This design comes from an exercise in tuning for small area on the open sky130 flow, not from production work. RTL that was checked went through simulation tests only; none was proved equivalent to the original. For run 4, only the layout was checked, not whether the RTL still works. No activity file was given, so power comes from the tool's default toggle rates.

==> flow/design.v <==
module postfix_expression_evaluator #(
	parameter int STACK_DEPTH = 16,
	parameter int MAX_DIGITS  = 4
) (
	input  logic               clk,
	input  logic               arst_n,
	input  logic               in_valid,
	output logic               in_stall,
	input  logic [7:0]         char_code,
	input  logic               end_of_text,
	output logic               out_valid,
	input  logic               out_stall,
	output logic signed [31:0] stack_value,
	output logic               stack_empty,
	output logic [2:0]         error_code,
	output logic               final_entry
);
	localparam logic [3:0] S_IDLE = 4'd0;
	localparam logic [3:0] S_DIG  = 4'd1;   
	localparam logic [3:0] S_PUSH = 4'd2;   
	localparam logic [3:0] S_ADD  = 4'd3;   
	localparam logic [3:0] S_P0   = 4'd4;   
	localparam logic [3:0] S_P1   = 4'd5;   
	localparam logic [3:0] S_IT   = 4'd6;   
	localparam logic [3:0] S_FIN  = 4'd7;   
	localparam logic [3:0] S_LOAD = 4'd8;   
	localparam logic [3:0] S_DW   = 4'd9;   
	localparam logic [3:0] S_OUT  = 4'd10;  
	logic [3:0]  st;
	logic [4:0]  ph;
	logic [4:0]  cnt;
	logic [2:0]  dcnt;
	logic [2:0]  err;
	logic [3:0]  cq;
	logic        eot_q;
	logic [4:0]  it;
	logic        sa, sb, nz, seen, c, dS, dA, xb, qb;
	logic        dl1, dl2, dl3, cA, cB;
	logic [31:0] S;
	logic [15:0] pr;
	logic [31:0] w [16];
	wire ph0  = ph == 5'd0;
	wire ph31 = ph == 5'd31;
	wire st_idle = st == S_IDLE;
	wire st_dig  = st == S_DIG;
	wire st_push = st == S_PUSH;
	wire st_add  = st == S_ADD;
	wire st_p0   = st == S_P0;
	wire st_p1   = st == S_P1;
	wire st_it   = st == S_IT;
	wire st_fin  = st == S_FIN;
	wire st_load = st == S_LOAD;
	wire st_dw   = st == S_DW;
	wire st_out  = st == S_OUT;
	wire [3:0] ia = 4'(cnt - 5'd2);
	wire [3:0] ib = 4'(cnt - 5'd1);
	wire rdA = w[ia][0];
	wire rdB = w[ib][0];
	wire is_div = cq[2];
	wire mulm   = st_it && !is_div;
	wire subf   = st_add ? cq[2] : (qb ^ sb);
	wire ax     = st_add ? rdA : (ph0 ? (is_div & xb) : dS);
	wire by     = mulm ? (xb & rdB) : (rdB ^ subf);
	wire cc     = ph0 ? (!mulm & subf) : c;
	wire sum    = ax ^ by ^ cc;
	wire cout   = (ax & by) | (ax & cc) | (by & cc);
	wire shs  = ph0 ? qb : dA;
	wire nx   = st_p1 ? rdA : shs;
	wire nen  = st_p1 ? (is_div & sa) : (st_fin & (sa ^ sb));
	wire sn   = !ph0 & seen;
	wire nout = nx ^ (nen & sn);
	wire havedig = dcnt != 3'd0;
	wire xm      = pr[0] & havedig;
	wire dbit    = (ph[4:2] == 3'd0) & cq[ph[1:0]];
	wire s1      = dl1 ^ dl3 ^ dbit;
	wire c1      = (dl1 & dl3) | (dl1 & dbit) | (dl3 & dbit);
	wire cAe     = !ph0 & cA;
	wire cBe     = !ph0 & cB;
	wire s2      = s1 ^ cAe ^ cBe;
	wire c2      = (s1 & cAe) | (s1 & cBe) | (cAe & cBe);
	logic       we;
	logic [3:0] wa;
	logic       wbit;
	always_comb begin
		we   = st_push | st_add | st_p1 | st_it | st_fin;
		wa   = st_push ? cnt[3:0] : ia;
		if (st_push)                            wbit = !ph[4] & pr[0];
		else if (st_add || (mulm && it == 5'd31)) wbit = sum;
		else                                    wbit = nout;
	end
	genvar k;
	generate
		for (k = 0; k < 16; k++) begin : g_w
			always_ff @(posedge clk) begin
				w[k] <= {(we && wa == 4'(k)) ? wbit : w[k][0], w[k][31:1]};
			end
		end
	endgenerate
	wire sin = (st_load | st_dw) ? (rdB & (cnt != 5'd0)) : (st_it & sum);
	always_ff @(posedge clk) begin
		if (!st_out) S <= {sin, S[31:1]};
	end
	always_ff @(posedge clk) begin
		pr   <= {(st_dig && !ph[4]) ? s2 : pr[0], pr[15:1]};
		dl1  <= xm;
		dl2  <= dl1;
		dl3  <= dl2;
		cA   <= c1;
		cB   <= c2;
		c    <= cout;
		dS   <= S[0];
		dA   <= rdA;
		seen <= sn | nx;
		nz   <= rdB | (!ph0 & nz);
		if (ph31) begin
			xb <= nout;
			qb <= st_it ? !sum : 1'b1;
			it <= st_it ? it + 5'd1 : 5'd0;
		end
		if (st_p0 && ph31) begin
			sa <= rdA;
			sb <= rdB;
		end
	end
	wire in_digit = (char_code >= 8'h30) && (char_code <= 8'h39);
	wire in_op    = (char_code == 8'h2A) || (char_code == 8'h2B) ||
	                (char_code == 8'h2D) || (char_code == 8'h2F);
	wire accept   = st_idle && ph31 && in_valid;
	wire nz_end   = rdB | nz;
	always_ff @(posedge clk) begin
		if (accept) begin
			cq    <= char_code[3:0];
			eot_q <= end_of_text;
		end
	end
	always_ff @(posedge clk or negedge arst_n) begin
		if (!arst_n) begin
			st   <= S_IDLE;
			ph   <= 5'd0;
			cnt  <= 5'd0;
			dcnt <= 3'd0;
			err  <= 3'd0;
		end else begin
			ph <= ph + 5'd1;
			case (st)
				S_IDLE: begin
					if (accept) begin
						st <= end_of_text ? S_LOAD : S_IDLE;
						if (in_digit) begin
							if (dcnt == 3'(MAX_DIGITS)) begin
								if (err == 3'd0) err <= 3'd4;
							end else begin
								st <= S_DIG;
							end
						end else if (in_op) begin
							if (cnt < 5'd2) begin
								if (err == 3'd0) err <= 3'd2;
							end else begin
								st <= char_code[2] ? (char_code[1] ? S_P0 : S_ADD)
								                   : (char_code[0] ? S_ADD : S_P0);
							end
						end else if (havedig) begin
							if (cnt == 5'd16) begin
								if (err == 3'd0) err <= 3'd1;
								dcnt <= 3'd0;
							end else begin
								st <= S_PUSH;
							end
						end
					end
				end
				S_OUT: begin
					if (!out_stall) begin
						if (cnt <= 5'd1) begin
							cnt  <= 5'd0;
							dcnt <= 3'd0;
							err  <= 3'd0;
							st   <= S_IDLE;
						end else begin
							cnt <= cnt - 5'd1;
							st  <= S_DW;
						end
					end
				end
				default: begin
					if (ph31) begin
						case (st)
							S_DIG: begin
								dcnt <= dcnt + 3'd1;
								st   <= eot_q ? S_LOAD : S_IDLE;
							end
							S_PUSH: begin
								cnt  <= cnt + 5'd1;
								dcnt <= 3'd0;
								st   <= eot_q ? S_LOAD : S_IDLE;
							end
							S_ADD: begin
								cnt <= cnt - 5'd1;
								st  <= eot_q ? S_LOAD : S_IDLE;
							end
							S_P0: begin
								if (is_div && !nz_end) begin
									if (err == 3'd0) err <= 3'd3;
									st <= eot_q ? S_LOAD : S_IDLE;
								end else begin
									st <= S_P1;
								end
							end
							S_P1: st <= S_IT;
							S_IT: begin
								if (it == 5'd31) begin
									if (is_div) begin
										st <= S_FIN;
									end else begin
										cnt <= cnt - 5'd1;
										st  <= eot_q ? S_LOAD : S_IDLE;
									end
								end
							end
							S_FIN: begin
								cnt <= cnt - 5'd1;
								st  <= eot_q ? S_LOAD : S_IDLE;
							end
							S_LOAD: st <= S_OUT;
							S_DW:   st <= S_LOAD;
							default: st <= S_IDLE;
						endcase
					end
				end
			endcase
		end
	end
	assign in_stall    = !(st_idle && ph31);
	assign out_valid   = st_out;
	assign stack_value = S;
	assign stack_empty = cnt == 5'd0;
	assign final_entry = cnt <= 5'd1;
	assign error_code  = err;
endmodule
==> flow/run.sh <==
#!/bin/bash
# synth_recipe.tcl (not shown) runs the flow's synth.tcl, then flattens the netlist and writes it again
# the make line also repeats each setting of config.mk as NAME=value (left out here)
make -C /OpenROAD-flow-scripts/flow DESIGN_CONFIG=/design/flow/config.mk WORK_HOME=/design/flow/orfs CLKGATE_MAP_FILE= SYNTH_SCRIPT=/design/flow/synth_recipe.tcl finish
==> flow/config.mk <==
export PLATFORM = sky130hd
export DESIGN_NAME = postfix_expression_evaluator
export DESIGN_NICKNAME = postfix_expression_evaluator
export VERILOG_FILES = /design/flow/design.v
export SDC_FILE = /design/flow/constraint.sdc
export NUM_CORES = 4
export LEC_CHECK = 0
export CAP_MARGIN = 20
export CORE_MARGIN = 2
export CORE_UTILIZATION = 40
export CTS_BUF_LIST = sky130_fd_sc_hd__clkbuf_4
export SLEW_MARGIN = 20
==> flow/constraint.sdc <==
create_clock -name core_clock -period 10.0 [get_ports {clk}]
set_input_delay 2.0000 -clock core_clock [delete_from_list [all_inputs] [get_ports {clk}]]
set_output_delay 2.0000 -clock core_clock [all_outputs]
set_load 0.01 [all_outputs]
==> results of run 1 <==
==> metrics by stage <==
| step | setup WS (ns) | instances | util, % | hold WS (ns) | cell area, um2 |
|---|---|---|---|---|---|
| 6_report | 4.894 | 1806 | 48.47 | 0.2961 | 18300 |
| 5_1_grt | 4.668 | 1806 | 48.47 | 0.2900 | 18300 |
| 4_1_cts | 4.793 | 1805 | 48.48 | 0.2769 | 18300 |
| 3_5_place_dp | 5.654 | 1557 | 43.44 | 0.3121 | 16400 |
| 3_3_place_gp | 5.720 | 1557 | 43.44 | 0.3100 | 16400 |
| 2_1_floorplan | 5.944 | 1017 | - | 0.3096 | 15350 |
==> cell type report <==
type	count	area, um2
Timing Repair Buffer	56	543.0
Clock inverter	32	279.0
Fill cell	3321	19450
Clock buffer	216	1622
Multi-Input combinational cell	368	2495
Tap cell	511	639.4
Sequential cell	604	12650
Antenna cell	1	2.502
Inverter	18	67.56
==> cell families after synthesis <==
kind of cell    Yosys count  synth area share, %
flops                   604                82.42
simple gates            188                6.537
compound gates          133                6.072
buf+inv                  45                1.361
fa+ha+maj                21                1.842
mux                      14                1.035
xor+xnor                 12               0.7336
==> routing by layer <==
| metal | share of wire [%] | GRT usage, % |
|---|---|---|
| met1 | 49 | 16.90 |
| met2 | 43 | 18.03 |
| met3 | 6.1 | 5.393 |
| met4 | 2.0 | 6.529 |
| met5 | 0 | 0 |
==> flip-flops by register name, summed over array words and instances (netlist names), 3 cells and up <==
register,count
cnt,5
dcnt,3
w,512
pr,16
err,3
S,32
cq,4
st,4
it,5
ph,5
==> worst max-delay path by stage <==
stage / start / to / slack (ns) / cells after the start
finish: cnt[1] / final_entry / 4.89 / 5
floorplan: st[2] / out_valid / 5.94 / 3
detailed placement: cnt[1] / w[0][31] / 5.65 / 14
CTS: cnt[1] / final_entry / 4.79 / 5
global placement: cnt[1] / final_entry / 5.72 / 5
global route: cnt[1] / final_entry / 4.67 / 5
==> cells in the final DEF, fill, tap and decap left out, types with 4 or more instances in the layout <==
cell | Yosys | final
xnor2_1 | 6 | 6
clkinvlp_4 | 0 | 4
nand3_1 | 17 | 17
a211oi_1 | 7 | 7
nor3_1 | 16 | 16
nor2b_1 | 10 | 10
dfxtp_1 | 538 | 538
buf_4 | 0 | 5
nand2b_1 | 7 | 7
bufinv_16 | 0 | 4
ha_1 | 17 | 17
and3_1 | 9 | 9
a22oi_1 | 11 | 11
mux2_2 | 4 | 4
clkbuf_4 | 0 | 216
nor2_1 | 42 | 42
xor2_1 | 5 | 5
nand2_1 | 39 | 39
o31ai_1 | 6 | 6
and2_1 | 10 | 10
inv_6 | 0 | 5
inv_1 | 17 | 17
nor4b_1 | 5 | 5
or3_1 | 4 | 4
a31oi_1 | 11 | 11
mux2i_1 | 8 | 8
a21oi_1 | 22 | 22
clkinv_1 | 0 | 16
edfxtp_1 | 46 | 46
a41oi_1 | 9 | 9
dfrtp_1 | 20 | 20
o21ai_0 | 22 | 22
nor3b_1 | 7 | 7
o22ai_1 | 4 | 4
clkdlybuf4s50_1 | 0 | 50
==> where the power goes <==
part           internal (W)  leakage (nW)  switching (W)
logic             0.0000215          1.18      0.0000297
clock network       0.00110          1.11       0.000880
registers           0.00245          5.11     0.00000680
total               0.00357          7.41       0.000917
==> impl_results.md, run 1 <==
- Outcome: no timing/DRC/antenna violations
- Slew margin rel.: 29.03%
- Overflow left after global routing: 0
- Final setup violation count: 0
- Number of buffer cells added on primary ports: 51
- Total leakage power: 7.406 nW
- Clock tree root buffer cell: clkbuf_4
- Final-report max-slew violation count: 0
- Post-synthesis cell type count: 78
- FF-to-FF Start: cnt[1]
- Post-synthesis cell count: 1,017
- Slowest stage delay, CP: 0.59 ns
- Slew at the pin closest to its max-slew limit: 1.058 ns
- Area Overhead vs Synth: 19.21%
- Worst reg-to-reg setup slack: 5.61 ns
- Proportion of netlist area held by the largest area contributor: 70.16%
- Crit-path cells: inv_1 > ha_1 > a21boi_1 > o21a_1 > clkdlybuf4s50_1
- Post-synth EDFFs: 46
- Worst-case hold path end point: w[5][8]
- Depth of the worst hold-timing path: 0
- Power per cell area: 245.3 nW/um2
- Post-layout minimum cycle time: 5.106 ns
- Vias per Instance: 4.455
- Number of hold violations in the final report: 0
- Total DRC errors in the routed layout: 0
- Drt wl/cell: 13.43 um
- Fraction of registers with async set or reset after synthesis: 3.311%
- Total power of the final layout: 0.004490 W
- Data arrival time at the worst-slack endpoint: 3.11 ns
- Required time at the worst-slack endpoint: 8.00 ns
- Buffer and inverter count on the worst path: 2
- Cell family contributing the most delay on the critical path: buffers and inverters
- RSZ-0062 raised after global routing: false
- Die Footprint: 39,960 um2
- Remaining antenna violation count: 0
- Worst Path Max Fanout: 10
- Slowest CP cell: clkdlybuf4s50_1
- Primary FF master, synth: dfxtp_1
- Die extent in y: 199.9 um
- CTS clock-pin slew for the worst setup and hold paths: 0.07 ns
- Post-CTS setup-driven buffer insertion count: 0
- Cell accounting for the most synthesized area: dfxtp_1
- Global router's overall resource usage: 12.83%
- Cells resized by post-CTS repair: 0
- Number of H-tree levels: 4
- Post-synth net total: 1,050
- Via count of the routed design: 8,045
- Final cycle utilization of the critical path: 51.06%
- Post-detail-place hpwl: 14.61 mm
- Final weighted congestion in routability-driven placement: 0.8715
- R2r worst-path depth: 14
- Setup crit end kind: output port
- Number of buffers inserted for hold repair after clock tree synthesis: 0
- Share of layout cells above drive strength 1: 19.55%
- Launch instance of the worst min-delay path: w[5][9]
- Setup skew after layout: 0.04636 ns
- Number of global-route vias before repair: 8,100
- Total detailed-routing wirelength: 24.25 mm
- Synthesis Warnings: 2
- Chip Width: 199.9 um
- Clock Tree Buf Depth: 3
- Wire length of the first global-routing pass: 40.10 mm
- Avg Cell Area, Syn: 15.09 um2
- Total iterations of the first detailed-routing run: 7
- Total negative setup slack: 0 ns
- Count of standard-cell rows: 71
- Maximum number of pins on one net before global-route repair: 36
- Proportion of synthesized chip area in sequential cells: 82.42%
- Crit path kind: flip-flop to output port
- Iteration-0 DRC Markers: 425
- Number of register bits inferred by synthesis: 604
- Initial cell density of the core: 40.66%
- Total standard cell area after synthesis: 15,350 um2
- Top cell types by occurrence after synthesis: dfxtp_1 (538), edfxtp_1 (46), nor2_1 (42)
- Worst ir drop on vdd: 0.0001708 V
- IO Pins: 52
- Total number of nets in the final design: 1,220
- Worst Hold Class: flip-flop to flip-flop
- TritonCTS clock tree: yes
- Core area: 37,760 um2
- Max Clk Rate: 195.8 MHz
- FF-to-FF End: w[8][31]
- Most common cell in the synthesized netlist: dfxtp_1
- Top cells by area, synth: dfxtp_1 (70%), edfxtp_1 (9.0%), dfrtp_1 (3.3%)
- Number of buffers added by the clock tree synthesis step: 139
- Worst Setup Start Kind: flip-flop
- Number of max-cap violations: 0
- Num Clock Sinks: 604
- Skew-Pair Late Insertion Delay: 0.77 ns
- Antenna violations before repair: 1
==> inputs of run 2 (changes only) <==
--- a/flow/config.mk
+++ b/flow/config.mk
@@ -9,4 +9,3 @@
 export CORE_MARGIN = 2
 export CORE_UTILIZATION = 40
-export CTS_BUF_LIST = sky130_fd_sc_hd__clkbuf_4
 export SLEW_MARGIN = 20
==> impl_results.md, run 2 <==
- Required time at the worst-slack endpoint: 8.00 ns
- Post-detail-place hpwl: 14.61 mm
- Synthesized-area fraction occupied by ao, oa, aoi and oai cells: 6.072%
- Global router's overall resource usage: 12.22%
- TritonCTS clock tree: yes
- Max Clk Rate: 202.9 MHz
- Core area: 37,760 um2
- Share of layout cells above drive strength 1: 9.457%
- Initial cell density of the core: 40.66%
- Number of buffer cells added on primary ports: 51
- Reg with most FFs: w
- Synth Area in Simple Gates: 6.537%
- Skew-Pair Late Insertion Delay: 0.56 ns
- RSZ-0062 raised after global routing: false
- Num Clock Sinks: 604
- Count of standard-cell rows: 71
- Internal power: 0.003672 W
- Most used cells in the layout excluding fill and tap cells: dfxtp_1 (538), clkbuf_16 (53), clkdlybuf4s50_1 (50)
- Crit-path cells: inv_1 > ha_1 > a21boi_1 > o21a_1 > clkdlybuf4s50_1
- Post-synthesis cell type count: 78
- Cell accounting for the most synthesized area: dfxtp_1
- Primary FF master, synth: dfxtp_1
- Number of global-route vias before repair: 7,225
- Area Overhead vs Synth: 18.44%
- Overflow left after global routing: 0
- Antenna diode count: 0
- Total number of nets in the final design: 1,133
- Setup skew after layout: 0.01573 ns
- Relative contribution of combinational cells to total power: 1.1%
- Multi-input gate area: 2495 um2
- Clock tree root buffer cell: clkbuf_16
- Final cycle utilization of the critical path: 49.28%
- Number of H-tree levels: 2
- Power per cell area: 249.9 nW/um2
- Sequential share of power: 54.2%
- Number of max-cap violations: 0
- Iteration-0 DRC Markers: 403
- Avg Cell Area, Syn: 15.09 um2
- Vias per Instance: 4.540
- Die extent in y: 199.9 um
- Antenna violations before repair: 0
- Number of flip-flops under the largest register name: 512
- IO Pins: 52
- Worst ir drop on vdd: 0.0001688 V
- Number of buffers added by the clock tree synthesis step: 52
- Largest family of logic cells by synthesized area: simple AND/OR/NAND/NOR gates
- Worst Path Max Fanout: 10
- Sequential Area: 12,650 um2
- Hold WS: 0.3165 ns
- Total negative setup slack: 0 ns
- Final setup violation count: 0
- Total instance count after detailed placement: 1,557
- Outcome: no timing/DRC/antenna violations
- Final Instance Area: 18,180 um2
- Top cell types by occurrence after synthesis: dfxtp_1 (538), edfxtp_1 (46), nor2_1 (42)
- Leading registers by flop count: w: 512 flops, S: 32 flops, pr: 16 flops
- Number of inserted filler cells in the final layout: 3,262
- Number of buffers inserted for hold repair after clock tree synthesis: 0
- Crit path kind: flip-flop to output port
- Final weighted congestion in routability-driven placement: 0.8715
- Switching component of the power: 0.0008721 W
- Slew margin rel.: 27.20%
- Total DRC errors in the routed layout: 0
- Switching share of power: 19.19%
- Data arrival time at the worst-slack endpoint: 2.93 ns
- Worst Setup Start Kind: flip-flop
- Die Footprint: 39,960 um2
- Number of hold violations in the final report: 0
- Chip Width: 199.9 um
- Final-report max-slew violation count: 0
- Total iterations of the first detailed-routing run: 5
- Post-CTS setup-driven buffer insertion count: 0
- Cell area after placement: 16,400 um2
- Proportion of synthesized chip area in sequential cells: 82.42%
- Post-synth net total: 1,050
- Wire length of the first global-routing pass: 38.50 mm
- Drt wl/cell: 14.33 um
- Fraction of registers with async set or reset after synthesis: 3.311%
- Setup crit end kind: output port
- Core utilization of the finished layout: 48.16%
- Post-synthesis cell count: 1,017
- Number of register bits inferred by synthesis: 604
- Post-synth EDFFs: 46
- Synth Area in XOR/XNOR: 0.7336%
- Worst Hold Class: flip-flop to flip-flop
- Part of the power in the clock network: 44.7%
- Maximum number of pins on one net before global-route repair: 36
- CTS clock-pin slew for the worst setup and hold paths: 0.07 ns
- Clock Tree Buf Depth: 3
- Total leakage power: 7.184 nW
- Final std cells w/o fill: 1,653
- Synthesis Warnings: 2
- Total detailed-routing wirelength: 23.69 mm
- Proportion of netlist area held by the largest area contributor: 70.16%
- Most common library cell in the layout ignoring fill and taps: dfxtp_1
- Slowest stage delay, CP: 0.59 ns
- Adder-cell share of the synthesized area: 1.842%
- Total standard cell area after synthesis: 15,350 um2
- Top cells by area, synth: dfxtp_1 (70%), edfxtp_1 (9.0%), dfrtp_1 (3.3%)
- Share of synthesized area spent on multiplexers: 1.035%
- Via count of the routed design: 7,504
- Post-layout minimum cycle time: 4.928 ns
- Slew at the pin closest to its max-slew limit: 1.085 ns
- Remaining antenna violation count: 0
- Most common cell in the synthesized netlist: dfxtp_1
- Slowest CP cell: clkdlybuf4s50_1
- Cells resized by post-CTS repair: 0
## run 2: metal layers
layer / vias up / global-route usage, % / part of all wire [%]
li1: 3653 / - / -
met1: 3623 / 17.72 / 50
met2: 182 / 17.40 / 42
met3: 46 / 3.427 / 6.0
met4: 0 / 4.417 / 2.5
met5: - / 0 / 0
## run 2: stage by stage
| step | worst slack (ns) | power (W) |
|---|---|---|
| floorplan | 5.944 | 0.002540 |
| global placement | 5.720 | 0.002566 |
| detailed placement | 5.654 | 0.002566 |
| CTS | 5.031 | 0.004610 |
| global route | 4.930 | 0.004722 |
| finish | 5.072 | 0.004544 |
## run 2: final timing paths
| check | startpoint | end | slack [ns] | cells past startpoint |
|---|---|---|---|---|
| hold / removal | w[15][1] | w[15][0] | 0.32 | 0 |
| max in group asynchronous | arst_n | st[3] | 8.25 | 1 |
| hold reg to reg | w[15][1] | w[15][0] | 0.32 | 0 |
| setup / recovery | cnt[1] | final_entry | 5.07 | 5 |
| setup reg to reg | cnt[1] | w[0][31] | 5.61 | 14 |
| min in group asynchronous | arst_n | dcnt[2] | 1.40 | 1 |
## run 2: area by class of cell
cell class,count,area share [%]
Timing Repair Buffer,56,2.987
Multi-Input combinational cell,368,13.72
Tap cell,511,3.516
Sequential cell,604,69.58
Clock buffer,70,8.086
Inverter,18,0.3716
Clock inverter,26,1.734
## run 2: logic make-up (layout without fill, tap and decap cells)
group / count (synthesis) / in the layout
xor+xnor: 12 / 12
flops: 604 / 604
mux: 14 / 14
simple gates: 188 / 188
buf+inv: 45 / 170
compound gates: 133 / 133
fa+ha+maj: 21 / 21
## run 2: worst max-delay path, delay by kind of cell (launching register included)
| kind | cells | cell delay, ns |
|---|---|---|
| adder cells (fa/ha/maj) | 1 | 0.33 |
| flip-flops | 1 | 0.50 |
| buffers and inverters | 2 | 0.85 |
| AO/OA/AOI/OAI | 2 | 0.68 |
## run 2: power by group through the flow
stage          logic (W)  registers, W  clock network, W
2_1_floorplan  0.0000249       0.00251                 0
3_3_place_gp   0.0000506       0.00252                 0
3_5_place_dp   0.0000507       0.00252                 0
4_1_cts        0.0000511       0.00246           0.00210
5_1_grt        0.0000556       0.00246           0.00220
6_report       0.0000512       0.00246           0.00203
==> inputs of run 3 (changes only) <==
--- a/flow/config.mk
+++ b/flow/config.mk
@@ -8,4 +8,6 @@
 export CAP_MARGIN = 20
 export CORE_MARGIN = 2
-export CORE_UTILIZATION = 40
+export CORE_UTILIZATION = 60
+export CTS_BUF_LIST = sky130_fd_sc_hd__clkbuf_8
+export CTS_CLUSTER_SIZE = 24
 export SLEW_MARGIN = 20
==> impl_results.md, run 3 <==
- Outcome: no timing/DRC/antenna violations
- Maximum number of pins on one net before global-route repair: 36
- Required time at the worst-slack endpoint: 8.00 ns
- Post-detail-place hpwl: 13.92 mm
- Number of buffers added by the clock tree synthesis step: 85
- Final-report max-slew violation count: 0
- Total negative setup slack: 0 ns
- Worst Setup EP: final_entry
- Buffer and inverter count on the worst path: 2
- Cell accounting for the most synthesized area: dfxtp_1
- Fraction of registers with async set or reset after synthesis: 3.311%
- RSZ-0062 raised after global routing: false
- Worst Hold Class: flip-flop to flip-flop
- Total detailed-routing wirelength: 22.78 mm
- Total number of cells along the worst setup path: 5
- Data arrival time at the worst-slack endpoint: 2.95 ns
- Proportion of netlist area held by the largest area contributor: 70.16%
- Post-CTS setup-driven buffer insertion count: 0
- Slowest stage delay, CP: 0.59 ns
- Most common library cell in the layout ignoring fill and taps: dfxtp_1
- Global router's overall resource usage: 17.58%
- Number of buffers inserted for hold repair after clock tree synthesis: 0
- FF-to-FF End: w[6][31]
- Top cells by area, synth: dfxtp_1 (70%), edfxtp_1 (9.0%), dfrtp_1 (3.3%)
- Worst Setup Start Kind: flip-flop
- Overflow left after global routing: 0
- Number of global-route vias before repair: 7,488
- Clock tree root buffer cell: clkbuf_8
- Proportion of synthesized chip area in sequential cells: 82.42%
- Hold WS: 0.3064 ns
- Cells resized by post-CTS repair: 0
- Slew margin rel.: 32.51%
- Antenna diode count: 0
- Initial cell density of the core: 60.96%
- Critical Path Start: cnt[1]
- Vias per Instance: 4.963
- IO Pins: 52
- Max Clk Rate: 202.2 MHz
- Post-synth EDFFs: 46
- Post-synthesis cell count: 1,017
- Top cell types by occurrence after synthesis: dfxtp_1 (538), edfxtp_1 (46), nor2_1 (42)
- Primary FF master, synth: dfxtp_1
- CTS clock-pin slew for the worst setup and hold paths: 0.06 ns
- Post-layout minimum cycle time: 4.945 ns
- TritonCTS clock tree: yes
- Avg Cell Area, Syn: 15.09 um2
- Most common cell in the synthesized netlist: dfxtp_1
- Iteration-0 DRC Markers: 480
- Worst-case setup margin in the final layout: 5.055 ns
- Share of layout cells above drive strength 1: 10.71%
- Setup skew after layout: 0.03052 ns
- Num Clock Sinks: 604
- Chip Width: 164.0 um
- Multi-input gate area: 2500 um2
- Power per cell area: 238.9 nW/um2
- Setup crit end kind: output port
- Via count of the routed design: 7,524
- Count of standard-cell rows: 58
- Die extent in y: 164.0 um
- Number of inserted filler cells in the final layout: 1,697
- Antenna violations before repair: 0
- Worst Path Max Fanout: 10
- Number of register bits inferred by synthesis: 604
- Sequential Area: 12,650 um2
- Die Footprint: 26,880 um2
- Skew-Pair Late Insertion Delay: 0.60 ns
- Total leakage power: 7.219 nW
- Crit-path cells: inv_1 > ha_1 > a21boi_1 > o21a_1 > clkdlybuf4s50_1
- Final weighted congestion in routability-driven placement: 0.8409
- Pre-CTS WS: 5.653 ns
- Number of flip-flops under the largest register name: 512
- Number of hold violations in the final report: 0
- Leading registers by flop count: w: 512 flops, S: 32 flops, pr: 16 flops
- FF-to-FF Start: cnt[1]
- Total DRC errors in the routed layout: 0
- Number of H-tree levels: 3
- Final setup violation count: 0
- Total iterations of the first detailed-routing run: 6
- Number of buffer cells added on primary ports: 51
- Worst reg-to-reg setup slack: 5.64 ns
- Cell family contributing the most delay on the critical path: buffers and inverters
- Crit path kind: flip-flop to output port
- Number of max-cap violations: 0
- Drt wl/cell: 15.03 um
- Remaining antenna violation count: 0
- R2r worst-path depth: 14
- Clock Tree Buf Depth: 3
- Core area: 25,180 um2
- Slew at the pin closest to its max-slew limit: 1.012 ns
- Worst ir drop on vdd: 0.0002288 V
- Most used cells in the layout excluding fill and tap cells: dfxtp_1 (538), clkbuf_8 (98), inv_1 (52)
- Total standard cell area after synthesis: 15,350 um2
- Core utilization of the finished layout: 70.41%
- Synthesis Warnings: 2
- Post-synth net total: 1,050
- Final cycle utilization of the critical path: 49.45%
- Total number of nets in the final design: 1,162
- Post-synthesis cell type count: 78
- Area Overhead vs Synth: 15.49%
- Wire length of the first global-routing pass: 37.25 mm
- Reg with most FFs: w
- Slowest CP cell: clkdlybuf4s50_1
run 3: cell counts after synthesis:
No cell type changed its count.
run 3: per-stage QoR:
| step | instances | area, um2 | total power (W) |
|---|---|---|---|
| 3_3_place_gp | 1372 | 16150 | 0.002564 |
| 4_1_cts | 1516 | 17730 | 0.004294 |
| 3_5_place_dp | 1372 | 16150 | 0.002564 |
| 2_1_floorplan | 1017 | 15350 | 0.002540 |
| 5_1_grt | 1516 | 17730 | 0.004397 |
| 6_report | 1516 | 17730 | 0.004235 |
run 3: power by group:
group	leakage, nW	switching [W]	internal (W)
Clock	0.944	0.000823	0.000899
Sequential	5.11	0.0000107	0.00246
Combinational	1.17	0.0000248	0.0000211
Total	7.22	0.000859	0.00338
run 3: area by class of cell:
cell class / instances / share of cell area [%]
timing repair buffer: 52 / 2.893
clock inverter: 46 / 1.327
sequential: 604 / 71.36
clock buffer: 98 / 7.608
tap: 330 / 2.329
multi-input combinational: 368 / 14.10
inverter: 18 / 0.3811
run 3: logic make-up (layout without fill, tap and decap cells):
group,Yosys count,in the layout,synth area share (%)
adder cells (fa/ha/maj),21,21,1.842
flip-flops,604,604,82.42
multiplexers,14,14,1.035
AND/OR/NAND/NOR,188,188,6.537
buffers and inverters,45,214,1.361
XOR/XNOR,12,12,0.7336
AO/OA/AOI/OAI,133,133,6.072
run 3: worst min-delay path by stage:
| stage | end | start | depth (start not counted) |
|---|---|---|---|
| finish | w[10][0] | w[10][1] | 0 |
| global route | pr[7] | pr[8] | 0 |
| CTS | w[5][10] | w[5][11] | 0 |
| detailed placement | w[0][6] | w[0][7] | 0 |
| global placement | w[2][29] | w[2][30] | 0 |
| floorplan | dl3 | dl2 | 0 |
run 3: routing by layer:
layer | wire (um) | GRT usage, %
met1 | 11180 | 24.94
met2 | 9732 | 25.57
met3 | 1231 | 4.697
met4 | 635 | 7.656
met5 | 0 | 0
==> inputs of run 4 (changes only) <==
--- a/flow/design.v
+++ b/flow/design.v
@@ -53,8 +53,6 @@
 	wire st_dw   = st == S_DW;
 	wire st_out  = st == S_OUT;
-	wire [3:0] ia = 4'(cnt - 5'd2);
-	wire [3:0] ib = 4'(cnt - 5'd1);
-	wire rdA = w[ia][0];
-	wire rdB = w[ib][0];
+	wire rdA = w[1][0];
+	wire rdB = w[0][0];
 	wire is_div = cq[2];
 	wire mulm   = st_it && !is_div;
@@ -79,19 +77,20 @@
 	wire s2      = s1 ^ cAe ^ cBe;
 	wire c2      = (s1 & cAe) | (s1 & cBe) | (cAe & cBe);
-	logic       we;
-	logic [3:0] wa;
-	logic       wbit;
-	always_comb begin
-		we   = st_push | st_add | st_p1 | st_it | st_fin;
-		wa   = st_push ? cnt[3:0] : ia;
-		if (st_push)                            wbit = !ph[4] & pr[0];
-		else if (st_add || (mulm && it == 5'd31)) wbit = sum;
-		else                                    wbit = nout;
+	wire mulz = mulm && it == 5'd31;
+	wire mpush = st_push;
+	wire mpop  = st_add | mulz | st_fin | st_load;
+	wire maw   = (st_p1 | st_it) & !mulz;
+	wire pbit  = !ph[4] & pr[0];
+	wire rbit  = st_load ? rdA : (st_fin ? nout : sum);
+	always_ff @(posedge clk) begin
+		w[0]  <= {mpush ? pbit : (mpop ? rbit : w[0][0]), w[0][31:1]};
+		w[1]  <= {mpush ? w[0][0] : (mpop ? w[2][0] : (maw ? nout : w[1][0])), w[1][31:1]};
+		w[15] <= {mpush ? w[14][0] : w[15][0], w[15][31:1]};
 	end
 	genvar k;
 	generate
-		for (k = 0; k < 16; k++) begin : g_w
+		for (k = 2; k < 15; k++) begin : g_w
 			always_ff @(posedge clk) begin
-				w[k] <= {(we && wa == 4'(k)) ? wbit : w[k][0], w[k][31:1]};
+				w[k] <= {mpush ? w[k-1][0] : (mpop ? w[k+1][0] : w[k][0]), w[k][31:1]};
 			end
 		end
==> flow/flow/run.sh (new file) <==
#!/bin/bash
# Standard layout with the clock tree built without dummy loads.
export CTS_ARGS="-sink_clustering_enable -repair_clock_nets -dont_use_dummy_load -buf_list sky130_fd_sc_hd__clkbuf_8"
bash standard.sh > standard.log 2>&1
==> flow/standard.sh (new file) <==
#!/bin/bash
# synth_recipe.tcl (not shown) runs the flow's synth.tcl, then flattens the netlist and writes it again
# the make line also repeats each setting of config.mk as NAME=value (left out here)
make -C /OpenROAD-flow-scripts/flow DESIGN_CONFIG=/design/flow/config.mk WORK_HOME=/design/flow/orfs CLKGATE_MAP_FILE= SYNTH_SCRIPT=/design/flow/synth_recipe.tcl "${@:-finish}"
--- a/flow/config.mk
+++ b/flow/config.mk
@@ -8,6 +8,4 @@
 export CAP_MARGIN = 20
 export CORE_MARGIN = 2
-export CORE_UTILIZATION = 60
-export CTS_BUF_LIST = sky130_fd_sc_hd__clkbuf_8
-export CTS_CLUSTER_SIZE = 24
+export CORE_UTILIZATION = 40
 export SLEW_MARGIN = 20
removed: flow/run.sh
==> impl_results.md, run 4 <==
- Outcome: no timing/DRC/antenna violations
- Core area: 36,350 um2
- Number of flip-flops under the largest register name: 512
- Total iterations of the first detailed-routing run: 6
- Crit path kind: flip-flop to output port
- Final std cells w/o fill: 1,492
- Leading registers by flop count: w: 512 flops, S: 32 flops, pr: 16 flops
- Max Clk Rate: 198.6 MHz
- Remaining antenna violation count: 0
- Slew at the pin closest to its max-slew limit: 1.027 ns
- FF-to-FF Start: st[1]
- Most common cell in the synthesized netlist: dfxtp_1
- Largest family of logic cells by synthesized area: simple AND/OR/NAND/NOR gates
- Reg with most FFs: w
- Worst Setup EP: out_valid
- Number of buffers inserted for hold repair after clock tree synthesis: 0
- Data arrival time at the worst-slack endpoint: 3.03 ns
- Setup skew after layout: 0.06263 ns
- Synth Area in Simple Gates: 5.182%
- Num Clock Sinks: 604
- Synth Area in XOR/XNOR: 0.4773%
- Maximum number of pins on one net before global-route repair: 37
- RSZ-0062 raised after global routing: false
- TritonCTS clock tree: yes
- Final Instance Area: 16,840 um2
- Fraction of registers with async set or reset after synthesis: 3.311%
- Proportion of synthesized chip area in sequential cells: 86.18%
- Synthesized-area fraction occupied by ao, oa, aoi and oai cells: 3.997%
- Sequential share of power: 62.3%
- Cell family contributing the most delay on the critical path: flip-flops
- Critical Path Start: st[1]
- Cell area after placement: 15,700 um2
- Cells resized by post-CTS repair: 0
- Top cell types by occurrence after synthesis: dfxtp_1 (538), edfxtp_1 (46), nand2_1 (41)
- IO Pins: 52
- Area Overhead vs Synth: 14.68%
- Total leakage power: 6.600 nW
- FF-to-FF End: w[0][31]
- Total DRC errors in the routed layout: 0
- Setup crit end kind: output port
- Switching share of power: 18.78%
- Clock tree root buffer cell: clkbuf_8
- Required time at the worst-slack endpoint: 8.00 ns
- Post-synthesis cell count: 905
- Crit-path cells: nand4bb_4 > inv_1 > clkdlybuf4s50_1
- Final weighted congestion in routability-driven placement: 0.8523
- Global router's overall resource usage: 10.28%
- Slowest stage delay, CP: 0.91 ns
- Die extent in y: 195.6 um
- Post-layout minimum cycle time: 5.034 ns
- Number of max-cap violations: 0
- Synthesis Warnings: 2
- Share of synthesized area spent on multiplexers: 1.841%
- Final setup violation count: 0
- Total number of cells along the worst setup path: 3
- Total instance count after detailed placement: 1,409
- Avg Cell Area, Syn: 16.22 um2
- Top cells by area, synth: dfxtp_1 (73%), edfxtp_1 (9.4%), dfrtp_1 (3.4%)
- Switching component of the power: 0.0007337 W
- Number of hold violations in the final report: 0
- Final cycle utilization of the critical path: 50.34%
- Iteration-0 DRC Markers: 289
- Initial cell density of the core: 40.39%
- Total standard cell area after synthesis: 14,680 um2
- Number of H-tree levels: 3
- CTS clock-pin slew for the worst setup and hold paths: 0.06 ns
- Wire length of the first global-routing pass: 31.48 mm
- Worst reg-to-reg setup slack: 6.80 ns
- Antenna diode count: 0
- Worst Setup Start Kind: flip-flop
- Primary FF master, synth: dfxtp_1
- Worst Hold Class: flip-flop to flip-flop
- Number of register bits inferred by synthesis: 604
- Antenna violations before repair: 1
- Total negative setup slack: 0 ns
- Worst ir drop on vdd: 0.0001065 V
- Post-synth EDFFs: 46
- Number of buffers added by the clock tree synthesis step: 83
- Most common library cell in the layout ignoring fill and taps: dfxtp_1
- Chip Width: 195.6 um
- Adder-cell share of the synthesized area: 1.347%
- Post-detail-place hpwl: 10.77 mm
- Post-CTS setup-driven buffer insertion count: 0
- Post-synthesis cell type count: 68
- Total number of nets in the final design: 1,053
- Share of layout cells above drive strength 1: 10.16%
- Via count of the routed design: 6,432
- Cell accounting for the most synthesized area: dfxtp_1
- Clock Tree Buf Depth: 3
- Skew-Pair Late Insertion Delay: 0.60 ns
- Number of global-route vias before repair: 6,398
- Vias per Instance: 4.311
- Final-report max-slew violation count: 0
- R2r worst-path depth: 8
- Proportion of netlist area held by the largest area contributor: 73.37%
- Buffer and inverter count on the worst path: 2
- Worst Path Max Fanout: 36
- Hold WS: 0.2630 ns
- Die Footprint: 38,250 um2
- Number of buffer cells added on primary ports: 51
- Internal power: 0.003174 W
- Power per cell area: 232.1 nW/um2
- Slew margin rel.: 31.57%
- Relative contribution of combinational cells to total power: 0.3%
- Slowest CP cell: dfrtp_1
- Overflow left after global routing: 0
- Total detailed-routing wirelength: 18.90 mm
- Most used cells in the layout excluding fill and tap cells: dfxtp_1 (538), clkbuf_8 (83), clkdlybuf4s50_1 (50)
- Post-synth net total: 932
- Count of standard-cell rows: 70
- Drt wl/cell: 12.66 um
- Part of the power in the clock network: 37.4%
run 4: cell count changes in the layout (fill, tap and decap cells not counted), moves of 10 or more:
cell      before  now
nor2_1        42   19
mux2i_1        8   18
inv_1         52   14
clkbuf_8      98   83
a22oi_1       11    1
a21oi_1       22    9
run 4: how the worst min path moves through the flow:
| stage | cells after the start | slack, ns | endpoint | startpoint |
|---|---|---|---|---|
| finish | 0 | 0.26 | w[12][23] | w[12][24] |
| global route | 0 | 0.25 | w[12][23] | w[12][24] |
| CTS | 0 | 0.25 | w[12][23] | w[12][24] |
| detailed placement | 0 | 0.31 | w[15][5] | w[15][6] |
| global placement | 0 | 0.31 | w[1][29] | w[1][30] |
| floorplan | 0 | 0.31 | dl3 | dl2 |
run 4: metrics by stage:
stage               util [%]  setup WS [ns]  total power [W]
finish                 46.32          4.966         0.003907
global route           46.32          4.710         0.004074
CTS                    46.33          4.924         0.003972
detailed placement     43.19          5.530         0.002498
global placement       43.19          5.580         0.002498
floorplan                  -          6.466         0.002489
run 4: logic make-up after synthesis:
group,after synthesis
buffers and inverters,30
xor gates and xnor gates,8
muxes,25
adders and majority gates,14
DFF,604
and+or+nand+nor,138
AOI/OAI and AO/OA,86
run 4: final cells by class:
type / instances / area, um2
Clock buffer: 83 / 1142
Timing Repair Buffer: 52 / 513.0
Sequential cell: 604 / 12650
Tap cell: 468 / 585.6
Fill cell: 3119 / 19510
Multi-Input combinational cell: 271 / 1891
Inverter: 14 / 52.55
run 4: metal layers:
| metal | global-route usage (%) | part of all wire, % | up-vias |
|---|---|---|---|
| met4 | 5.683 | 3.0 | 0 |
| met2 | 13.07 | 38 | 127 |
| li1 | - | - | 3231 |
| met1 | 15.26 | 53 | 3017 |
| met3 | 3.212 | 5.1 | 57 |
| met5 | 0 | 0 | - |
run 4: power by group through the flow:
stage / clock network [W] / logic [W] / registers (W)
after global routing: 0.00163 / 0.0000126 / 0.00243
after detailed placement: 0 / 0.0000117 / 0.00249
after CTS: 0.00153 / 0.0000117 / 0.00243
final: 0.00146 / 0.0000114 / 0.00243
after floorplan: 0 / 0.00000326 / 0.00249
after global placement: 0 / 0.0000114 / 0.00249
run 4: worst register-to-register path, cell delays in order (launching register included):
cell	delay (ns)
dfrtp_1	0.91
and2_1	0.38
nand3_1	0.20
a21oi_1	0.24
mux2i_1	0.26
fa_1	0.51
o21ai_0	0.18
o21ai_0	0.10
a2bb2oi_1	0.31
==> inputs of run 5 (changes only) <==
--- a/flow/design.v
+++ b/flow/design.v
@@ -27,4 +27,5 @@
 	localparam logic [3:0] S_DW   = 4'd9;   
 	localparam logic [3:0] S_OUT  = 4'd10;  
+	localparam logic [3:0] S_ROT  = 4'd11;  
 	logic [3:0]  st;
 	logic [4:0]  ph;
@@ -53,4 +54,5 @@
 	wire st_dw   = st == S_DW;
 	wire st_out  = st == S_OUT;
+	wire st_rot  = st == S_ROT;
 	wire rdA = w[1][0];
 	wire rdB = w[0][0];
@@ -78,23 +80,21 @@
 	wire c2      = (s1 & cAe) | (s1 & cBe) | (cAe & cBe);
 	wire mulz = mulm && it == 5'd31;
-	wire mpush = st_push;
-	wire mpop  = st_add | mulz | st_fin | st_load;
-	wire maw   = (st_p1 | st_it) & !mulz;
-	wire pbit  = !ph[4] & pr[0];
-	wire rbit  = st_load ? rdA : (st_fin ? nout : sum);
-	always_ff @(posedge clk) begin
-		w[0]  <= {mpush ? pbit : (mpop ? rbit : w[0][0]), w[0][31:1]};
-		w[1]  <= {mpush ? w[0][0] : (mpop ? w[2][0] : (maw ? nout : w[1][0])), w[1][31:1]};
-		w[15] <= {mpush ? w[14][0] : w[15][0], w[15][31:1]};
+	wire mrot = st_push | st_rot;
+	wire maw  = st_add | st_p1 | st_it | st_fin;
+	wire abit = (st_add | mulz) ? sum : nout;
+	wire tbit = st_push ? (!ph[4] & pr[0]) : w[15][0];
+	always_ff @(posedge clk) begin
+		w[0] <= {mrot ? tbit : w[0][0], w[0][31:1]};
+		w[1] <= {mrot ? w[0][0] : (maw ? abit : w[1][0]), w[1][31:1]};
 	end
 	genvar k;
 	generate
-		for (k = 2; k < 15; k++) begin : g_w
+		for (k = 2; k < 16; k++) begin : g_w
 			always_ff @(posedge clk) begin
-				w[k] <= {mpush ? w[k-1][0] : (mpop ? w[k+1][0] : w[k][0]), w[k][31:1]};
+				w[k] <= {mrot ? w[k-1][0] : w[k][0], w[k][31:1]};
 			end
 		end
 	endgenerate
-	wire sin = (st_load | st_dw) ? (rdB & (cnt != 5'd0)) : (st_it & sum);
+	wire sin = st_load ? (rdB & (cnt != 5'd0)) : (st_it & sum);
 	always_ff @(posedge clk) begin
 		if (!st_out) S <= {sin, S[31:1]};
@@ -115,5 +115,5 @@
 			xb <= nout;
 			qb <= st_it ? !sum : 1'b1;
-			it <= st_it ? it + 5'd1 : 5'd0;
+			it <= (st_it | st_rot) ? it + 5'd1 : 5'd0;
 		end
 		if (st_p0 && ph31) begin
@@ -196,5 +196,5 @@
 							S_ADD: begin
 								cnt <= cnt - 5'd1;
-								st  <= eot_q ? S_LOAD : S_IDLE;
+								st  <= S_ROT;
 							end
 							S_P0: begin
@@ -213,5 +213,5 @@
 									end else begin
 										cnt <= cnt - 5'd1;
-										st  <= eot_q ? S_LOAD : S_IDLE;
+										st  <= S_ROT;
 									end
 								end
@@ -219,8 +219,11 @@
 							S_FIN: begin
 								cnt <= cnt - 5'd1;
-								st  <= eot_q ? S_LOAD : S_IDLE;
+								st  <= S_ROT;
+							end
+							S_ROT: begin
+								if (it == 5'd14) st <= eot_q ? S_LOAD : S_IDLE;
 							end
 							S_LOAD: st <= S_OUT;
-							S_DW:   st <= S_LOAD;
+							S_DW:   st <= S_ROT;
 							default: st <= S_IDLE;
 						endcase
==> flow/flow/run.sh (replaced) <==
#!/bin/bash
# Standard layout; clock tree without dummy loads, ports buffered with the smallest buffer.
export CTS_ARGS="-sink_clustering_enable -repair_clock_nets -dont_use_dummy_load -buf_list sky130_fd_sc_hd__clkbuf_16 -sink_clustering_size 30 -sink_clustering_max_diameter 70"
export BUFFER_PORTS_ARGS="-buffer_cell sky130_fd_sc_hd__buf_1"
bash standard.sh > standard.log 2>&1
--- a/flow/config.mk
+++ b/flow/config.mk
@@ -6,4 +6,5 @@
 export NUM_CORES = 4
 export LEC_CHECK = 0
+export ABC_AREA = 1
 export CAP_MARGIN = 20
 export CORE_MARGIN = 2
==> impl_results.md, run 5 <==
- Number of max-cap violations: 0
- Worst Path Max Fanout: 12
- Worst ir drop on vdd: 0.0001212 V
- Final setup violation count: 0
- TritonCTS clock tree: yes
- Count of standard-cell rows: 69
- Synthesis Warnings: 2
- Remaining antenna violation count: 0
- Most common cell in the synthesized netlist: dfxtp_1
- Worst-case hold path end point: w[15][18]
- Number of global-route vias before repair: 6,007
- Final cycle utilization of the critical path: 41.72%
- Clock tree root buffer cell: clkbuf_16
- Skew-Pair Late Insertion Delay: 0.55 ns
- Total negative setup slack: 0 ns
- FF-to-FF End: S[31]
- Avg Cell Area, Syn: 14.83 um2
- Leading registers by flop count: w: 512 flops, S: 32 flops, pr: 16 flops
- CTS clock-pin slew for the worst setup and hold paths: 0.11 ns
- RSZ-0062 raised after global routing: false
- Crit path kind: flip-flop to output port
- Die extent in y: 194.9 um
- Vias per Instance: 4.113
- Most common library cell in the layout ignoring fill and taps: dfxtp_1
- Cells resized by post-CTS repair: 0
- Global router's overall resource usage: 9.747%
- Setup crit end kind: output port
- Post-synth net total: 1,011
- Required time at the worst-slack endpoint: 8.00 ns
- Total number of nets in the final design: 1,085
- Slew margin rel.: 42.84%
- Number of hold violations in the final report: 0
- Total leakage power: 6.490 nW
- Reg with most FFs: w
- Worst reg-to-reg setup slack: 7.33 ns
- Final-report max-slew violation count: 0
- Core utilization of the finished layout: 44.60%
- Cell accounting for the most synthesized area: dfxtp_1
- Post-synthesis cell count: 983
- Number of buffer cells added on primary ports: 51
- Core area: 35,740 um2
- Overflow left after global routing: 0
- Clock Tree Buf Depth: 3
- Fraction of registers with async set or reset after synthesis: 3.311%
- Post-detail-place hpwl: 11.39 mm
- Iteration-0 DRC Markers: 253
- Post-layout minimum cycle time: 4.172 ns
- Via count of the routed design: 6,236
- Chip Width: 194.9 um
- Most used cells in the layout excluding fill and tap cells: dfxtp_1 (538), nand2_1 (130), nor2_1 (56)
- R2r worst-path depth: 11
- Initial cell density of the core: 40.80%
- Setup skew after layout: 0.05463 ns
- Wire length of the first global-routing pass: 30.55 mm
- Top cells by area, synth: dfxtp_1 (74%), edfxtp_1 (9.5%), dfrtp_1 (3.4%)
- Number of flip-flops under the largest register name: 512
- M1 wire length: 10.12 mm
- Die Footprint: 38,000 um2
- Maximum number of pins on one net before global-route repair: 37
- Antenna violations before repair: 0
- Post-CTS setup-driven buffer insertion count: 0
- Total iterations of the first detailed-routing run: 4
- Launch instance of the worst min-delay path: w[15][19]
- Max Clk Rate: 239.7 MHz
- Final weighted congestion in routability-driven placement: 0.8277
- IO Pins: 52
- Number of H-tree levels: 1
- Share of layout cells above drive strength 1: 5.118%
- Area Overhead vs Synth: 9.327%
- Met2 wirelength from detailed routing: 7.058 mm
- FF-to-FF Start: ph[0]
- Proportion of synthesized chip area in sequential cells: 86.77%
- Total detailed-routing wirelength: 18.37 mm
- Drt wl/cell: 12.12 um
- Primary FF master, synth: dfxtp_1
- Total met3 wirelength after detailed routing: 662 um
- Max Used Layer: met4
- Worst Hold Class: flip-flop to flip-flop
- Worst Setup Start Kind: flip-flop
- Total DRC errors in the routed layout: 0
- Antenna diode count: 0
- Top cell types by occurrence after synthesis: dfxtp_1 (538), nand2_1 (130), nor2_1 (56)
- Depth of the worst hold-timing path: 0
- Number of buffers added by the clock tree synthesis step: 25
- Data arrival time at the worst-slack endpoint: 2.17 ns
- Number of register bits inferred by synthesis: 604
- Post-synth EDFFs: 46
- Power per cell area: 259.5 nW/um2
- Slew at the pin closest to its max-slew limit: 0.8544 ns
- Post-synthesis cell type count: 43
- Total standard cell area after synthesis: 14,580 um2
- Proportion of netlist area held by the largest area contributor: 73.86%
- Outcome: no timing/DRC/antenna violations
- Number of buffers inserted for hold repair after clock tree synthesis: 0
- Num Clock Sinks: 604
- Critical Path Start: ph[0]
-- run 5: changes by cell type after synthesis, moves of 11 or more --
cell / previous run / this run
nor2_1: 19 / 56
inv_1: 14 / 47
o21ai_0: 30 / 18
mux2i_1: 18 / 0
nand3_1: 16 / 27
nand2_1: 41 / 130
-- run 5: power breakdown --
group / switching, W / total, W / internal, W
sequential: 0.0000692 / 0.00263 / 0.00256
combinational: 0.000283 / 0.000418 / 0.000135
clock: 0.000639 / 0.00109 / 0.000449
-- run 5: cell families after synthesis --
group	synth area share (%)
adders and majority gates	1.442
DFF	86.77
buffers and inverters	1.639
and+or+nand+nor	7.697
xor gates and xnor gates	0.6607
AOI/OAI and AO/OA	1.793
-- run 5: critical path: stages, from the launching register on --
cell	delay, ns
dfrtp_1	0.41
ha_1	0.21
nand2_1	0.07
nor2_1	0.09
ha_1	0.53
nand2_1	0.15
buf_1	0.17
-- run 5: worst max-delay path by stage --
stage	end	slack, ns
2_1_floorplan	in_stall	6.77
3_3_place_gp	in_stall	6.40
3_5_place_dp	in_stall	6.39
4_1_cts	in_stall	5.77
5_1_grt	in_stall	5.68
6_report	in_stall	5.83
-- run 5: cell type report --
class | instances | area, um2
Multi-Input combinational cell | 322 | 1690
Clock buffer | 25 | 625.6
Sequential cell | 604 | 12650
Fill cell | 3233 | 19800
Tap cell | 461 | 576.8
Inverter | 52 | 197.7
Timing Repair Buffer | 52 | 198.9
-- run 5: stage by stage --
step                power [W]  hold WS (ns)  instances  instance area [um2]  setup WS (ns)
floorplan            0.002990        0.3096        983                14580          6.773
global placement     0.003101        0.3103       1491                15320          6.404
detailed placement   0.003109        0.3121       1491                15320          6.392
CTS                  0.004197        0.2812       1516                15940          5.775
global route         0.004342        0.2797       1516                15940          5.679
finish               0.004137        0.2866       1516                15940          5.828
-- run 5: per-layer routing --
metal	GRT usage, %	vias up
li1	-	3211
met1	15.00	2906
met2	13.77	91
met3	1.857	28
met4	3.025	0
met5	0	-
==> inputs of run 6 (changes only) <==
==> flow/flow/run.sh (replaced) <==
#!/bin/bash
# Standard layout; clock tree without dummy loads, ports buffered with the smallest buffer.
export CTS_ARGS="-sink_clustering_enable -repair_clock_nets -dont_use_dummy_load -buf_list sky130_fd_sc_hd__clkbuf_8 -sink_clustering_size 20 -sink_clustering_max_diameter 60"
export BUFFER_PORTS_ARGS="-buffer_cell sky130_fd_sc_hd__buf_1"
bash standard.sh > standard.log 2>&1
==> impl_results.md, run 6 <==
- Worst Hold Class: flip-flop to flip-flop
- Chip Width: 194.9 um
- Crit path kind: flip-flop to output port
- Global router's overall resource usage: 10.01%
- Total iterations of the first detailed-routing run: 5
- Core area: 35,740 um2
- Number of flip-flops under the largest register name: 512
- Outcome: no timing/DRC/antenna violations
- Total DRC errors in the routed layout: 0
- Post-synth EDFFs: 46
- Required time at the worst-slack endpoint: 8.00 ns
- Post-layout minimum cycle time: 4.132 ns
- Total standard cell area after synthesis: 14,580 um2
- Number of register bits inferred by synthesis: 604
- Launch instance of the worst min-delay path: w[5][18]
- Slew margin rel.: 42.98%
- Crit-path cells: ha_1 > nand2_1 > nor2_1 > ha_1 > nand2_1 > buf_1
- Count of standard-cell rows: 69
- RSZ-0062 raised after global routing: false
- Die extent in y: 194.9 um
- Wire length of the first global-routing pass: 31.02 mm
- Post-synth net total: 1,011
- Number of inserted filler cells in the final layout: 3,241
- Initial cell density of the core: 40.80%
- Data arrival time at the worst-slack endpoint: 2.13 ns
- R2r worst-path depth: 11
- Number of max-cap violations: 0
- Maximum number of pins on one net before global-route repair: 37
- Area Overhead vs Synth: 8.718%
- Reg with most FFs: w
- Final-report max-slew violation count: 0
- Cell accounting for the most synthesized area: dfxtp_1
- FF-to-FF Start: ph[0]
- Setup skew after layout: 0.06893 ns
- Final cycle utilization of the critical path: 41.32%
- Most common library cell in the layout ignoring fill and taps: dfxtp_1
- Share of layout cells above drive strength 1: 6.361%
- Num Clock Sinks: 604
- Critical Path Start: ph[0]
- Buffer and inverter count on the worst path: 1
- Number of hold violations in the final report: 0
- TritonCTS clock tree: yes
- M1 wire length: 10.18 mm
- Number of buffer cells added on primary ports: 51
- Slowest CP cell: ha_1
- Post-CTS setup-driven buffer insertion count: 0
- CTS clock-pin slew for the worst setup and hold paths: 0.11 ns
- Total leakage power: 6.463 nW
- Final weighted congestion in routability-driven placement: 0.8277
- Overflow left after global routing: 0
- Total number of cells along the worst setup path: 6
- Iteration-0 DRC Markers: 242
- Most common cell in the synthesized netlist: dfxtp_1
- Total met3 wirelength after detailed routing: 817 um
- Proportion of netlist area held by the largest area contributor: 73.86%
- Final setup violation count: 0
- Post-synthesis cell type count: 43
- Number of buffers added by the clock tree synthesis step: 39
- Worst Path Max Fanout: 12
- Depth of the worst hold-timing path: 0
- Max Clk Rate: 242.0 MHz
- Synthesis Warnings: 2
- Sequential Area: 12,650 um2
- Antenna diode count: 0
- Primary FF master, synth: dfxtp_1
- Power per cell area: 255.2 nW/um2
- Number of buffers inserted for hold repair after clock tree synthesis: 0
- Total detailed-routing wirelength: 18.69 mm
- Top cells by area, synth: dfxtp_1 (74%), edfxtp_1 (9.5%), dfrtp_1 (3.4%)
- Avg Cell Area, Syn: 14.83 um2
- Setup crit end kind: output port
- Worst ir drop on vdd: 0.0001048 V
- Remaining antenna violation count: 0
- Top cell types by occurrence after synthesis: dfxtp_1 (538), nand2_1 (130), nor2_1 (56)
- Slew at the pin closest to its max-slew limit: 0.8523 ns
- Total number of nets in the final design: 1,099
- Antenna violations before repair: 0
- Fraction of registers with async set or reset after synthesis: 3.311%
- Via count of the routed design: 6,316
- Cell family contributing the most delay on the critical path: adder cells
- Number of global-route vias before repair: 6,190
- Most used cells in the layout excluding fill and tap cells: dfxtp_1 (538), nand2_1 (130), nor2_1 (56)
- Clock Tree Buf Depth: 3
- Clock tree root buffer cell: clkbuf_8
- Leading registers by flop count: w: 512 flops, S: 32 flops, pr: 16 flops
- IO Pins: 52
- Drt wl/cell: 12.21 um
- Post-synthesis cell count: 983
- Post-detail-place hpwl: 11.39 mm
- Total negative setup slack: 0 ns
- Skew-Pair Late Insertion Delay: 0.57 ns
- Hold WS: 0.2541 ns
- Worst reg-to-reg setup slack: 7.36 ns
- Number of H-tree levels: 2
- Proportion of synthesized chip area in sequential cells: 86.77%
- Vias per Instance: 4.128
- Cells resized by post-CTS repair: 0
- Met2 wirelength from detailed routing: 7.211 mm
- Multi-input gate area: 1690 um2
- Worst Setup Start Kind: flip-flop
- Die Footprint: 38,000 um2
- Slowest stage delay, CP: 0.52 ns
- Max Used Layer: met4
run 6: cell types whose count changed in the layout (fill, tap and decap cells not counted):
cell,previous run,this run
clkbuf_16,25,0
clkbuf_8,0,39
run 6: through the flow:
step                      util (%)  area [um2]  setup WS [ns]  cells  total power, W
after floorplan                  -       14580          6.773    983        0.002990
after detailed placement     42.85       15320          6.392   1491        0.003109
final                        44.35       15850          5.868   1530        0.004045
after CTS                    44.35       15850          5.780   1530        0.004107
after global placement       42.85       15320          6.404   1491        0.003101
after global routing         44.35       15850          5.686   1530        0.004260
run 6: final timing paths:
path	to
max	in_stall
min	w[5][17]
max reg2reg	S[31]
min reg2reg	w[5][17]
max in group asynchronous	dcnt[2]
min in group asynchronous	st[3]
run 6: cell families after synthesis:
group	after synthesis	synth area share, %
buffers and inverters	57	1.639
AOI/OAI and AO/OA	46	1.793
adders and majority gates	15	1.442
xor gates and xnor gates	11	0.6607
and+or+nand+nor	250	7.697
DFF	604	86.77
run 6: worst reg2reg max path, cell delays in order, from the launching register on:
cell and delay, ns:
dfrtp_1 0.43, inv_1 0.13, ha_1 0.21, nand3_1 0.29, inv_1 0.19, nand3_1 0.08, nand3_1 0.07, o21ai_0 0.13
fa_1 0.55, inv_1 0.06, nand2_1 0.11, o41ai_1 0.11
run 6: report_power, final:
group / internal (W) / total [W] / switching (W)
Clock: 0.000353 / 0.000997 / 0.000644
Combinational: 0.000135 / 0.000417 / 0.000283
Sequential: 0.00256 / 0.00263 / 0.0000695
run 6: layout make-up:
type,count,share of cell area (%)
tap,461,3.639
sequential,604,79.81
inverter,52,1.247
clock buffer,39,3.386
timing repair buffer,52,1.255
multi-input combinational,322,10.66
run 6: layer usage:
layer  vias up  GRT usage [%]
met5         -              0
met1      2932          15.04
li1       3237              -
met4         0          3.789
met2       106          13.85
met3        41          2.429

## afterwards: timing with drivers on the ports
How much do the figures lean on ideal ports? The routed layouts below were timed once more, with nothing changed but the port constraints. Step 1 assumes that a clkbuf_16 drives the clock port and a buf_2 every other input. Step 2 times the ports against the registers' clock, not the clock port: input delays grow and output delays shrink by t, the midpoint of the rising clock arrivals with the driver on. Slacks: ideal / step 1 / step 2; pairs: ideal / step 1.
run	t (ns)	slack for setup (ns)	hold slack, ns	latest minus earliest clock arrival (ns)
run 1	0.794	4.894 / 4.851 / 5.615	0.296 / 0.296 / 0.296	0.051 / 0.051
run 2	0.607	5.072 / 5.022 / 5.612	0.316 / 0.316 / 0.316	0.016 / 0.016
run 3	0.637	5.055 / 5.009 / 5.639	0.306 / 0.306 / 0.306	0.034 / 0.034
run 4	0.607	4.966 / 4.924 / 5.531	0.263 / 0.263 / 0.263	0.067 / 0.068
run 5	0.571	5.828 / 5.780 / 6.350	0.287 / 0.287 / 0.287	0.055 / 0.055
run 6	0.575	5.868 / 5.823 / 6.398	0.254 / 0.254 / 0.254	0.074 / 0.074
After both steps every run listed still meets setup and hold.
